Context: an optimization exercise on an open-source flow, tuned for small area. The choices shown serve that exercise and are no tape-out recipe. Where RTL was checked, it was by simulation tests only, not by an equivalence proof against the original. Power and IR drop assume default switching activity.

== rev 12 ==
==> module matmul_top, before the edit <==
module matmul_top #(
  parameter int DATA_W = 32,
  parameter int ADDR_W = 12
) (
  input  logic              clk,
  input  logic              reset_n,
  input  logic              dut_valid,
  output logic              dut_ready,
  output logic [ADDR_W-1:0] input_read_address,
  input  logic [DATA_W-1:0] input_read_data,
  output logic [ADDR_W-1:0] weight_read_address,
  input  logic [DATA_W-1:0] weight_read_data,
  output logic              result_write_enable,
  output logic [ADDR_W-1:0] result_write_address,
  output logic [DATA_W-1:0] result_write_data
);
  localparam logic [1:0] S_IDLE = 2'd0, S_DIMS = 2'd1, S_RUN = 2'd2, S_FIN = 2'd3;
  logic [1:0]        state;
  logic [1:0]        ph;         
  logic              kend_q;     
  logic              wr_arm;     
  logic [ADDR_W-1:0] a_addr;
  logic [ADDR_W-1:0] b_addr;
  logic [ADDR_W-1:0] k_cnt;      
  logic [ADDR_W-1:0] nm1;        
  logic [ADDR_W-1:0] np;         
  logic [ADDR_W-1:0] m_rem;      
  logic [ADDR_W-1:0] c_addr;
  logic              k_end, j_end, i_end, adv, restart, start, step, dims0;
  logic [ADDR_W-1:0] k_dec;
  logic [7:0]        y;
  logic              yb;
  logic [3:0]        dead;
  logic [DATA_W-1:0] base;
  logic              clr;        
  logic [2:0]        cq;         
  logic [2:0]        ci;
  logic [2:0]        co;
  logic [DATA_W-1:0] acc;        
  logic [DATA_W-1:0] sum;
  assign dut_ready            = (state == S_IDLE);
  assign input_read_address   = a_addr;
  assign weight_read_address  = b_addr;
  assign result_write_address = c_addr;
  assign result_write_data    = acc;
  assign result_write_enable  = state[1] && wr_arm && kend_q && (ph == 2'd0);
  assign y    = weight_read_data[8*ph +: 8];
  assign yb   = (ph == 2'd0) ? 1'b0 : weight_read_data[8*ph - 1];
  assign dead = {ph != 2'd0, ph[1], ph == 2'd3, 1'b0};
  assign clr  = kend_q && (ph == 2'd0);
  assign base = clr ? '0 : acc;
  assign ci   = cq & ~{dead[1], 2'b00} & ~{3{ph == 2'd0}};
  mac_unit mac0 (
    .a      (input_read_data),
    .y      (y),
    .yb     (yb),
    .dead   (dead),
    .base   (base),
    .ci     (ci),
    .sum    (sum),
    .co     (co)
  );
  always_ff @(posedge clk)
  begin
    acc <= {sum[7:0], sum[DATA_W-1:8]};
    cq  <= co;
  end
  assign k_end   = (k_cnt == '0) || (state == S_DIMS);
  assign j_end   = (b_addr == np) || (state == S_DIMS);
  assign i_end   = (m_rem == '0);
  assign adv     = (ph == 2'd2);
  assign restart = k_end && !j_end;
  assign start   = (state == S_IDLE) && dut_valid;
  assign step    = adv && (state == S_DIMS || state == S_RUN);
  assign dims0   = (state == S_DIMS && ph == 2'd0);
  assign k_dec   = k_cnt - (step || (state == S_DIMS && ph == 2'd1));
  always_ff @(posedge clk)
  begin
    if (!reset_n)
    begin
      state <= S_IDLE;
    end
    else
    begin
      ph <= ph + 1'b1;
      if (start)
      begin
        state  <= S_DIMS;
        ph     <= 2'd3;
        kend_q <= 1'b1;
        wr_arm <= 1'b0;
      end
      if (state == S_FIN && ph == 2'd0)
        state <= S_IDLE;
      if (state == S_DIMS && ph == 2'd1)
        nm1 <= k_dec;   
      if (step)
      begin
        wr_arm <= (state == S_RUN);
        kend_q <= k_end;
        if (k_end && j_end && i_end)
          state <= S_FIN;
        if (state == S_DIMS)
        begin
          state <= S_RUN;
          np    <= acc[16 +: ADDR_W];   
        end
      end
    end
  end
  always_ff @(posedge clk)
  begin
    a_addr <= start ? '0 : a_addr + ((step && restart) ? ~nm1 : '0) + step;
    b_addr <= start ? '0 : (step && k_end && j_end) ? ADDR_W'(1) : b_addr + step;
    c_addr <= start ? '0 : c_addr + result_write_enable;
    k_cnt  <= (step && k_end) ? nm1 : dims0 ? input_read_data[ADDR_W-1:0] : k_dec;
    m_rem  <= dims0 ? input_read_data[16 +: ADDR_W] : m_rem - (step && k_end && j_end);
  end
endmodule
clock: 10.0 ns
lec_check: 0
cap_margin: 20
core_margin: 2
core_utilization: 70
cts_buf_list: sky130_fd_sc_hd__clkbuf_4 sky130_fd_sc_hd__clkbuf_8
gpl_timing_driven: 0
slew_margin: 20
synth_hierarchical: 1
synth_minimum_keep_size: 0
standard.sh (not shown) runs the stock make flow with config.mk's settings and CLKGATE_MAP_FILE= SYNTH_SCRIPT=/design/flow/synth_recipe.tcl, a recipe that flattens the netlist after the stock synthesis.
==> flow/flow/run.sh <==
#!/bin/bash
# The standard layout, with the port buffers made from the smallest buffer
# cell instead of the one buffer_ports picks by itself.
set -euo pipefail
export BUFFER_PORTS_ARGS="-buffer_cell sky130_fd_sc_hd__buf_1"
export REMOVE_ABC_BUFFERS=1
export CTS_ARGS="-sink_clustering_enable -repair_clock_nets -buf_list sky130_fd_sc_hd__clkbuf_8 -sink_buffer_max_cap_derate 1.0 -dont_use_dummy_load"
bash standard.sh > standard.log 2>&1
Inputs modified between rev 12 and rev 13:
--- a/flow/design.v
+++ b/flow/design.v
@@ -623,10 +623,9 @@
   logic [ADDR_W-1:0] nm1;        
   logic [ADDR_W-1:0] np;         
   logic [ADDR_W-1:0] m_rem;      
   logic [ADDR_W-1:0] c_addr;
-  logic              k_end, j_end, i_end, adv, restart, start, step, dims0;
-  logic [ADDR_W-1:0] k_dec;
+  logic              k_end, j_end, i_end, adv, restart, start, step;
   logic [7:0]        y;
   logic              yb;
   logic [3:0]        dead;
   logic [DATA_W-1:0] base;
@@ -669,10 +668,8 @@
   assign adv     = (ph == 2'd2);
   assign restart = k_end && !j_end;
   assign start   = (state == S_IDLE) && dut_valid;
   assign step    = adv && (state == S_DIMS || state == S_RUN);
-  assign dims0   = (state == S_DIMS && ph == 2'd0);
-  assign k_dec   = k_cnt - (step || (state == S_DIMS && ph == 2'd1));
   always_ff @(posedge clk)
   begin
     if (!reset_n)
     begin
@@ -689,10 +686,10 @@
         wr_arm <= 1'b0;
       end
       if (state == S_FIN && ph == 2'd0)
         state <= S_IDLE;
-      if (state == S_DIMS && ph == 2'd1)
-        nm1 <= k_dec;   
+      if (state == S_DIMS && ph == 2'd0)
+        nm1 <= input_read_data[ADDR_W-1:0] - 1'b1;
       if (step)
       begin
         wr_arm <= (state == S_RUN);
         kend_q <= k_end;
@@ -710,9 +707,10 @@
   begin
     a_addr <= start ? '0 : a_addr + ((step && restart) ? ~nm1 : '0) + step;
     b_addr <= start ? '0 : (step && k_end && j_end) ? ADDR_W'(1) : b_addr + step;
     c_addr <= start ? '0 : c_addr + result_write_enable;
-    k_cnt  <= (step && k_end) ? nm1 : dims0 ? input_read_data[ADDR_W-1:0] : k_dec;
-    m_rem  <= dims0 ? input_read_data[16 +: ADDR_W] : m_rem - (step && k_end && j_end);
+    k_cnt  <= (step && k_end) ? nm1 : k_cnt - step;
+    m_rem  <= (state == S_DIMS && ph == 2'd0) ? input_read_data[16 +: ADDR_W]
+                                              : m_rem - (step && k_end && j_end);
   end
 endmodule
 `default_nettype wire
==> comparison <==
- Rev 13 finished every stage and its layout cleared the timing, design-rule and antenna checks.
- Every stage of the flow completed for rev 12, and the final layout passed the timing, design-rule and antenna checks.
- From rev 12 to rev 13 the numbers moved as follows: critical path data required time fell by 0.06 ns, total power stayed essentially flat, placement-stage worst setup slack fell by 0.082 ns.
- Compared rev 13 vs rev 12, and area of all placed cells without fillers is up in rev 13.
- Rev 13 vs. rev 12: register-to-register slack went down by 0.04 ns.
- Side by side, area after synthesis turned out higher in rev 13 than in rev 12.
- Between rev 12 and rev 13, the difference in fraction of power consumed by the clock network is negligible.
- Relative to rev 12, data arrival time of the worst path decreased by 0.11 ns in rev 13.
- On post-layout worst setup margin, the higher figure sits with rev 13, not rev 12.
- Rev 12 -> rev 13: peak ir drop on the vdd network increased by more than a quarter
- Rev 13 vs. rev 12: final cycle utilization of the critical path decreased 0.54 points; post-detailed-placement cell area increased 0.35%; count of clock-buffer cells in the layout essentially unchanged; worst-margin pin slew decreased 0.081 ns.
The RTL of rev 13 was laid out without a check of its function.

[static timing again, ports no longer ideal]
In the flow no input, the clock included, has a driving cell. The finished layouts below were timed again as built, in two steps.
Step 1 (the two cells are an assumption about what drives the block):
set clk [get_ports {clk}]
set_driving_cell -lib_cell sky130_fd_sc_hd__clkbuf_16 $clk
set_driving_cell -lib_cell sky130_fd_sc_hd__buf_2 [delete_from_list [all_inputs] $clk]
Step 2 times the ports against the registers' clock, not the clock port: input delays grow and output delays shrink by t, the midpoint of the rising clock arrivals with the driver on.
Slacks: ideal ports / drivers / drivers and shift; pairs: ideal ports / drivers.
run | t (ns) | setup WS [ns] | hold slack, ns | slew at the worst register clock pin (ns)
rev 12 | 0.483 | 0.315 / 0.331 / -0.151 | 0.463 / 0.463 / 0.463 | 0.09 / 0.09
rev 13 | 0.465 | 0.369 / 0.388 / -0.077 | 0.474 / 0.474 / 0.474 | 0.08 / 0.08
Met with ideal ports but missed after step 2: setup timing in rev 12 and rev 13. For rev 12, which loses most, drivers alone change the setup slack by +0.016 ns; drivers and shift together by -0.466 ns.
